This is an optimization exercise on Yosys and OpenROAD, whose aim is small area and a short achievable clock period, not a production implementation. Where RTL was checked, it was by simulation tests only, not by an equivalence proof against the original. No driver is modelled on the clock port, so clocking that relies on it looks cheaper here than on a real chip. No activity file was given, so power comes from the tool's default toggle rates.

==> flow/design.v <==
`timescale 1ns/10ps
module ahb_slave_decode
(
	input logic tb_HCLK,
	input logic reset,
	input logic hsel,
	input logic [31:0] haddr,
	input logic [1:0] htrans,
	input logic hwrite,
	input logic tx_fifo_empty,
	output logic hready,
	output logic hresp,
	output logic rd_strobe,
	output logic rd_zero,
	output logic tx_pop,
	output logic [3:0] hold_we,
	output logic is_encrypt_pulse,
	output logic is_decrypt_pulse
);
	logic hi_zero;
	logic is_status;
	logic is_enc;
	logic is_dec;
	logic is_block;
	logic is_tx;
	logic legal;
	logic accepted;
	logic wr_ok;
	logic dp_write;
	assign hi_zero = (haddr[31:8] == 24'd0);
	assign is_status = hi_zero && (haddr[7:2] == 6'd0);
	assign is_enc = hi_zero && (haddr[7:2] == 6'd1);
	assign is_dec = hi_zero && (haddr[7:2] == 6'd2);
	assign is_block = hi_zero && !haddr[7] && ((haddr[6:4] == 3'b001) || haddr[6]);
	assign is_tx = hi_zero && haddr[7];
	assign legal = hwrite ? (is_enc || is_dec || is_block)
		: (is_status || (is_tx && !tx_fifo_empty));
	assign accepted = hsel && htrans[1] && hready;
	assign wr_ok = accepted && hwrite;
	always_ff @(posedge tb_HCLK)
	begin
		if (reset)
		begin
			hready <= 1'b1;
			hresp <= 1'b0;
			dp_write <= 1'b0;
			hold_we <= '0;
			is_encrypt_pulse <= 1'b0;
			is_decrypt_pulse <= 1'b0;
		end
		else
		begin
			hready <= !(accepted && !legal);
			hresp <= (accepted && !legal) || !hready;
			dp_write <= wr_ok && legal;
			for (int i = 0; i < 4; i++)
				hold_we[i] <= wr_ok && is_block && (haddr[3:2] == 2'(i));
			is_encrypt_pulse <= wr_ok && is_enc;
			is_decrypt_pulse <= wr_ok && is_dec;
		end
	end
	assign rd_strobe = accepted && !hwrite && legal;
	assign rd_zero = dp_write;
	assign tx_pop = rd_strobe && !dp_write && is_tx && (haddr[3:2] == 2'd3);
endmodule
`timescale 1ns/10ps
module block_assembler
(
	input logic tb_HCLK,
	input logic reset,
	input logic [3:0] hold_we,
	input logic [31:0] hwdata,
	output logic push,
	output logic [127:0] block
);
	logic [31:0] words_q [3];
	always_ff @(posedge tb_HCLK)
	begin
		for (int i = 0; i < 3; i++)
		begin
			if (reset)
				words_q[i] <= '0;
			else if (hold_we[i])
				words_q[i] <= hwdata;
		end
	end
	assign block = {words_q[0], words_q[1], words_q[2], hwdata};
	assign push = hold_we[3];
endmodule
`timescale 1ns/10ps
module block_fifo
(
	input logic tb_HCLK,
	input logic reset,
	input logic push,
	input logic [127:0] push_data,
	input logic pop,
	input logic [1:0] word_index,
	output logic [31:0] head_word,
	output logic full,
	output logic empty
);
	logic [127:0] mem [4];
	logic [3:0] wr_sel;
	logic [3:0] rd_sel;
	logic [4:0] cnt;
	logic do_push;
	logic [4:0] cnt_if_pop;
	logic [4:0] cnt_if_no_pop;
	assign do_push = push && !full;
	assign cnt_if_pop = do_push ? cnt : {1'b0, cnt[4:1]};
	assign cnt_if_no_pop = do_push ? {cnt[3:0], 1'b0} : cnt;
	always_ff @(posedge tb_HCLK)
	begin
		for (int i = 0; i < 4; i++)
			if (wr_sel[i] && !full)
				mem[i] <= push_data;
	end
	always_ff @(posedge tb_HCLK)
	begin
		if (reset)
		begin
			wr_sel <= 4'b0001;
			rd_sel <= 4'b0001;
			cnt <= 5'b00001;
		end
		else
		begin
			if (do_push)
				wr_sel <= {wr_sel[2:0], wr_sel[3]};
			if (pop)
				rd_sel <= {rd_sel[2:0], rd_sel[3]};
			cnt <= pop ? cnt_if_pop : cnt_if_no_pop;
		end
	end
	assign full = cnt[4];
	assign empty = cnt[0];
	always_comb
	begin
		head_word = '0;
		for (int i = 0; i < 4; i++)
			for (int w = 0; w < 4; w++)
				if (rd_sel[i] && word_index == 2'(w))
					head_word = head_word | mem[i][127-32*w -: 32];
	end
endmodule
module rcv_block_fifo
(
	input logic tb_HCLK,
	input logic reset,
	input logic push,
	input logic [127:0] push_data,
	input logic pop,
	output logic [127:0] head,
	output logic full,
	output logic empty
);
	logic [127:0] ring [3];
	logic [2:0] wr_sel;
	logic [2:0] rd_sel;
	logic [4:0] cnt;
	logic [4:0] cnt_next;
	logic one;
	logic more;
	logic do_push;
	logic do_pop;
	logic head_load;
	logic ring_write;
	logic [127:0] ring_head;
	assign one = cnt[1];
	assign do_push = push && !full;
	assign do_pop = pop && !empty;
	assign head_load = empty || pop;
	assign ring_write = do_push && !empty && !(one && pop);
	always_comb
	begin
		ring_head = '0;
		for (int i = 0; i < 3; i++)
			if (rd_sel[i])
				ring_head = ring_head | ring[i];
	end
	always_ff @(posedge tb_HCLK)
	begin
		if (reset)
			head <= '0;
		else if (head_load)
			head <= more ? ring_head : push_data;
	end
	always_ff @(posedge tb_HCLK)
	begin
		for (int i = 0; i < 3; i++)
			if (wr_sel[i] && !full)
				ring[i] <= push_data;
	end
	always_comb
	begin
		cnt_next = cnt;
		if (do_push && !do_pop)
			cnt_next = {cnt[3:0], 1'b0};
		else if (do_pop && !do_push)
			cnt_next = {1'b0, cnt[4:1]};
	end
	always_ff @(posedge tb_HCLK)
	begin
		if (reset)
		begin
			wr_sel <= 3'b001;
			rd_sel <= 3'b001;
			cnt <= 5'b00001;
			more <= 1'b0;
		end
		else
		begin
			if (ring_write)
				wr_sel <= {wr_sel[1:0], wr_sel[2]};
			if (do_pop && more)
				rd_sel <= {rd_sel[1:0], rd_sel[2]};
			cnt <= cnt_next;
			more <= cnt_next[2] || cnt_next[3] || cnt_next[4];
		end
	end
	assign full = cnt[4];
	assign empty = cnt[0];
endmodule
`timescale 1ns/10ps
module slave_regs
(
	input logic tb_HCLK,
	input logic reset,
	input logic [3:0] status,
	input logic [31:0] tx_word,
	input logic rcv_full,
	input logic rcv_empty,
	input logic tx_full,
	input logic tx_empty,
	input logic rd_strobe,
	input logic rd_zero,
	input logic rd_tx_region,
	output logic [31:0] hrdata
);
	logic [31:0] status_word;
	logic [31:0] rd_word;
	assign status_word = {24'd0, rcv_empty, rcv_full, tx_empty, tx_full, status};
	assign rd_word = rd_zero ? 32'd0 : (rd_tx_region ? tx_word : status_word);
	always_ff @(posedge tb_HCLK)
	begin
		if (reset)
			hrdata <= '0;
		else if (rd_strobe)
			hrdata <= rd_word;
	end
endmodule
`timescale 1ns/10ps
module ahb_block_port
#(
	parameter int RCV_DEPTH = 4,
	parameter int TX_DEPTH = 4
)
(
	input logic tb_HCLK,
	input logic reset,
	input logic hsel,
	input logic [31:0] haddr,
	input logic [1:0] htrans,
	input logic hwrite,
	input logic [31:0] hwdata,
	input logic [3:0] status,
	input logic [127:0] data_in,
	input logic tx_enq,
	input logic rcv_deq,
	output logic [31:0] hrdata,
	output logic hready,
	output logic hresp,
	output logic is_encrypt_pulse,
	output logic is_decrypt_pulse,
	output logic [127:0] rcv_fifo_out,
	output logic tx_fifo_full,
	output logic tx_fifo_empty,
	output logic rcv_fifo_full,
	output logic rcv_fifo_empty
);
	logic rd_strobe;
	logic rd_zero;
	logic tx_pop;
	logic [3:0] hold_we;
	logic rcv_push;
	logic [127:0] rcv_block;
	logic [31:0] tx_word;
	ahb_slave_decode decode_i
	(
		.tb_HCLK(tb_HCLK),
		.reset(reset),
		.hsel(hsel),
		.haddr(haddr),
		.htrans(htrans),
		.hwrite(hwrite),
		.tx_fifo_empty(tx_fifo_empty),
		.hready(hready),
		.hresp(hresp),
		.rd_strobe(rd_strobe),
		.rd_zero(rd_zero),
		.tx_pop(tx_pop),
		.hold_we(hold_we),
		.is_encrypt_pulse(is_encrypt_pulse),
		.is_decrypt_pulse(is_decrypt_pulse)
	);
	block_assembler assembler_i
	(
		.tb_HCLK(tb_HCLK),
		.reset(reset),
		.hold_we(hold_we),
		.hwdata(hwdata),
		.push(rcv_push),
		.block(rcv_block)
	);
	slave_regs regs_i
	(
		.tb_HCLK(tb_HCLK),
		.reset(reset),
		.status(status),
		.tx_word(tx_word),
		.rcv_full(rcv_fifo_full),
		.rcv_empty(rcv_fifo_empty),
		.tx_full(tx_fifo_full),
		.tx_empty(tx_fifo_empty),
		.rd_strobe(rd_strobe),
		.rd_zero(rd_zero),
		.rd_tx_region(haddr[7]),
		.hrdata(hrdata)
	);
	rcv_block_fifo rcv_fifo_i
	(
		.tb_HCLK(tb_HCLK),
		.reset(reset),
		.push(rcv_push),
		.push_data(rcv_block),
		.pop(rcv_deq),
		.head(rcv_fifo_out),
		.full(rcv_fifo_full),
		.empty(rcv_fifo_empty)
	);
	block_fifo tx_fifo_i
	(
		.tb_HCLK(tb_HCLK),
		.reset(reset),
		.push(tx_enq),
		.push_data(data_in),
		.pop(tx_pop),
		.word_index(haddr[3:2]),
		.head_word(tx_word),
		.full(tx_fifo_full),
		.empty(tx_fifo_empty)
	);
endmodule
==> flow/config.mk <==
export PLATFORM = sky130hd
export DESIGN_NAME = ahb_block_port
export DESIGN_NICKNAME = ahb_block_port
export VERILOG_FILES = /design/flow/design.v
export SDC_FILE = /design/flow/constraint.sdc
export NUM_CORES = 4
export LEC_CHECK = 0
export ABC_AREA = 1
export CAP_MARGIN = 20
export CORE_MARGIN = 2
export CORE_UTILIZATION = 40
export CTS_CLUSTER_DIAMETER = 150
export CTS_CLUSTER_SIZE = 25
export SETUP_SLACK_MARGIN = 1.45
export SLEW_MARGIN = 20
==> flow/constraint.sdc <==
create_clock -name core_clock -period 3.2 [get_ports {tb_HCLK}]
set_input_delay 0.6400 -clock core_clock [delete_from_list [all_inputs] [get_ports {tb_HCLK}]]
set_output_delay 0.6400 -clock core_clock [all_outputs]
set_load 0.01 [all_outputs]
standard.sh (not shown) runs the stock make flow with config.mk's settings and CLKGATE_MAP_FILE= SYNTH_SCRIPT=/design/flow/synth_recipe.tcl, a recipe that flattens the netlist after the stock synthesis.
==> flow/flow/run.sh <==
#!/bin/bash
export POST_CTS_TCL=$(pwd)/flow/post_cts.tcl
export SKIP_CTS_REPAIR_TIMING=1
export BUFFER_PORTS_ARGS="-buffer_cell sky130_fd_sc_hd__buf_2"
bash standard.sh > standard.log 2>&1
==> flow/flow/post_cts.tcl <==
set block [ord::get_db_block]
set port_net [$block findNet tb_HCLK]
set loads [$port_net getITerms]
if {[llength $loads] == 1} {
  set root [[lindex $loads 0] getInst]
  set out_net [[$root findITerm X] getNet]
  set sinks {}
  foreach it [$out_net getITerms] {
    if {[$it getInst] ne $root} { lappend sinks $it }
  }
  if {[string match "sky130_fd_sc_hd__clkbuf*" [[$root getMaster] getName]] && [llength $sinks] <= 4} {
    puts "post_cts: removing root clock buffer [$root getName] driving [llength $sinks] pins"
    foreach it $sinks {
      $it disconnect
      $it connect $port_net
    }
    odb::dbInst_destroy $root
    odb::dbNet_destroy $out_net
  } else {
    puts "post_cts: root clock buffer kept ([llength $sinks] pins)"
  }
}
estimate_parasitics -placement
report_clock_latency
repair_timing_helper
detailed_placement
check_placement -verbose
Rerun with:
--- a/flow/design.v
+++ b/flow/design.v
@@ -9,16 +9,16 @@
 	input logic hwrite,
 	input logic tx_fifo_empty,
 	output logic hready,
 	output logic hresp,
-	output logic rd_strobe,
+	output logic hi_zero,
+	output logic rd_strobe_lo,
 	output logic rd_zero,
-	output logic tx_pop,
+	output logic tx_pop_lo,
 	output logic [3:0] hold_we,
 	output logic is_encrypt_pulse,
 	output logic is_decrypt_pulse
 );
-	logic hi_zero;
 	logic is_status;
 	logic is_enc;
 	logic is_dec;
 	logic is_block;
@@ -58,11 +58,13 @@
 			is_encrypt_pulse <= wr_ok && is_enc;
 			is_decrypt_pulse <= wr_ok && is_dec;
 		end
 	end
-	assign rd_strobe = accepted && !hwrite && legal;
+	assign rd_strobe_lo = accepted && !hwrite
+		&& ((haddr[7:2] == 6'd0) || (haddr[7] && !tx_fifo_empty));
 	assign rd_zero = dp_write;
-	assign tx_pop = rd_strobe && !dp_write && is_tx && (haddr[3:2] == 2'd3);
+	assign tx_pop_lo = accepted && !hwrite && !dp_write && haddr[7] && !tx_fifo_empty
+		&& (haddr[3:2] == 2'd3);
 endmodule
 `timescale 1ns/10ps
 module block_assembler
 (
@@ -93,9 +95,10 @@
 	input logic tb_HCLK,
 	input logic reset,
 	input logic push,
 	input logic [127:0] push_data,
-	input logic pop,
+	input logic pop_hi,
+	input logic pop_lo,
 	input logic [1:0] word_index,
 	output logic [31:0] head_word,
 	output logic full,
 	output logic empty
@@ -106,11 +109,15 @@
 	logic [4:0] cnt;
 	logic do_push;
 	logic [4:0] cnt_if_pop;
 	logic [4:0] cnt_if_no_pop;
+	logic [4:0] cnt_if_hi;
+	logic [3:0] rd_sel_if_hi;
 	assign do_push = push && !full;
 	assign cnt_if_pop = do_push ? cnt : {1'b0, cnt[4:1]};
 	assign cnt_if_no_pop = do_push ? {cnt[3:0], 1'b0} : cnt;
+	assign cnt_if_hi = pop_lo ? cnt_if_pop : cnt_if_no_pop;
+	assign rd_sel_if_hi = pop_lo ? {rd_sel[2:0], rd_sel[3]} : rd_sel;
 	always_ff @(posedge tb_HCLK)
 	begin
 		for (int i = 0; i < 4; i++)
 			if (wr_sel[i] && !full)
@@ -127,11 +134,10 @@
 		else
 		begin
 			if (do_push)
 				wr_sel <= {wr_sel[2:0], wr_sel[3]};
-			if (pop)
-				rd_sel <= {rd_sel[2:0], rd_sel[3]};
-			cnt <= pop ? cnt_if_pop : cnt_if_no_pop;
+			rd_sel <= pop_hi ? rd_sel_if_hi : rd_sel;
+			cnt <= pop_hi ? cnt_if_hi : cnt_if_no_pop;
 		end
 	end
 	assign full = cnt[4];
 	assign empty = cnt[0];
@@ -232,23 +238,26 @@
 	input logic rcv_full,
 	input logic rcv_empty,
 	input logic tx_full,
 	input logic tx_empty,
-	input logic rd_strobe,
+	input logic hi_zero,
+	input logic rd_strobe_lo,
 	input logic rd_zero,
 	input logic rd_tx_region,
 	output logic [31:0] hrdata
 );
 	logic [31:0] status_word;
 	logic [31:0] rd_word;
+	logic [31:0] rd_next;
 	assign status_word = {24'd0, rcv_empty, rcv_full, tx_empty, tx_full, status};
 	assign rd_word = rd_zero ? 32'd0 : (rd_tx_region ? tx_word : status_word);
+	assign rd_next = rd_strobe_lo ? rd_word : hrdata;
 	always_ff @(posedge tb_HCLK)
 	begin
 		if (reset)
 			hrdata <= '0;
-		else if (rd_strobe)
-			hrdata <= rd_word;
+		else if (hi_zero)
+			hrdata <= rd_next;
 	end
 endmodule
 `timescale 1ns/10ps
 module ahb_block_port
@@ -278,11 +287,12 @@
 	output logic tx_fifo_empty,
 	output logic rcv_fifo_full,
 	output logic rcv_fifo_empty
 );
-	logic rd_strobe;
+	logic hi_zero;
+	logic rd_strobe_lo;
 	logic rd_zero;
-	logic tx_pop;
+	logic tx_pop_lo;
 	logic [3:0] hold_we;
 	logic rcv_push;
 	logic [127:0] rcv_block;
 	logic [31:0] tx_word;
@@ -296,11 +306,12 @@
 		.hwrite(hwrite),
 		.tx_fifo_empty(tx_fifo_empty),
 		.hready(hready),
 		.hresp(hresp),
-		.rd_strobe(rd_strobe),
+		.hi_zero(hi_zero),
+		.rd_strobe_lo(rd_strobe_lo),
 		.rd_zero(rd_zero),
-		.tx_pop(tx_pop),
+		.tx_pop_lo(tx_pop_lo),
 		.hold_we(hold_we),
 		.is_encrypt_pulse(is_encrypt_pulse),
 		.is_decrypt_pulse(is_decrypt_pulse)
 	);
@@ -322,9 +333,10 @@
 		.rcv_full(rcv_fifo_full),
 		.rcv_empty(rcv_fifo_empty),
 		.tx_full(tx_fifo_full),
 		.tx_empty(tx_fifo_empty),
-		.rd_strobe(rd_strobe),
+		.hi_zero(hi_zero),
+		.rd_strobe_lo(rd_strobe_lo),
 		.rd_zero(rd_zero),
 		.rd_tx_region(haddr[7]),
 		.hrdata(hrdata)
 	);
@@ -344,9 +356,10 @@
 		.tb_HCLK(tb_HCLK),
 		.reset(reset),
 		.push(tx_enq),
 		.push_data(data_in),
-		.pop(tx_pop),
+		.pop_hi(hi_zero),
+		.pop_lo(tx_pop_lo),
 		.word_index(haddr[3:2]),
 		.head_word(tx_word),
 		.full(tx_fifo_full),
 		.empty(tx_fifo_empty)
Sequential share of layout area shrinks by 1.5 points; total power grows by 0.83%; via count grows by about 5%; routed wire length grows by about 2%; count of clock-buffer cells in the layout grows by 1.
The RTL of the first run of this note was laid out without a check of its function.

-- afterwards: timing with drivers on the ports --
No port has a modelled driver above. Below, the same layouts with a new extraction and two added sets of constraints. Step 1 (the two cells are an assumption about what drives the block):
set clk [get_ports {tb_HCLK}]
set_driving_cell -lib_cell sky130_fd_sc_hd__clkbuf_16 $clk
set_driving_cell -lib_cell sky130_fd_sc_hd__buf_2 [delete_from_list [all_inputs] $clk]
Step 2, shift: input delay + t, output delay - t, t = (earliest + latest rising clock arrival at the registers) / 2. This alone moves slack from input paths to output paths. a / b / c = ideal ports / drivers / drivers and shift; a / b = the first two.
run | t, ns | slack for setup (ns) | worst hold slack (ns) | slew at the worst register clock pin (ns)
the first run | 0.610 | 1.327 / 1.310 / 0.813 | 0.372 / 0.256 / 0.466 | 0.11 / 0.11
the second run | 0.610 | 1.352 / 1.203 / 0.895 | 0.392 / 0.265 / 0.466 | 0.12 / 0.12
After both steps setup and hold are still met in every run listed. For the first run, which loses most, drivers alone change the setup slack by -0.017 ns; drivers and shift together by -0.514 ns.
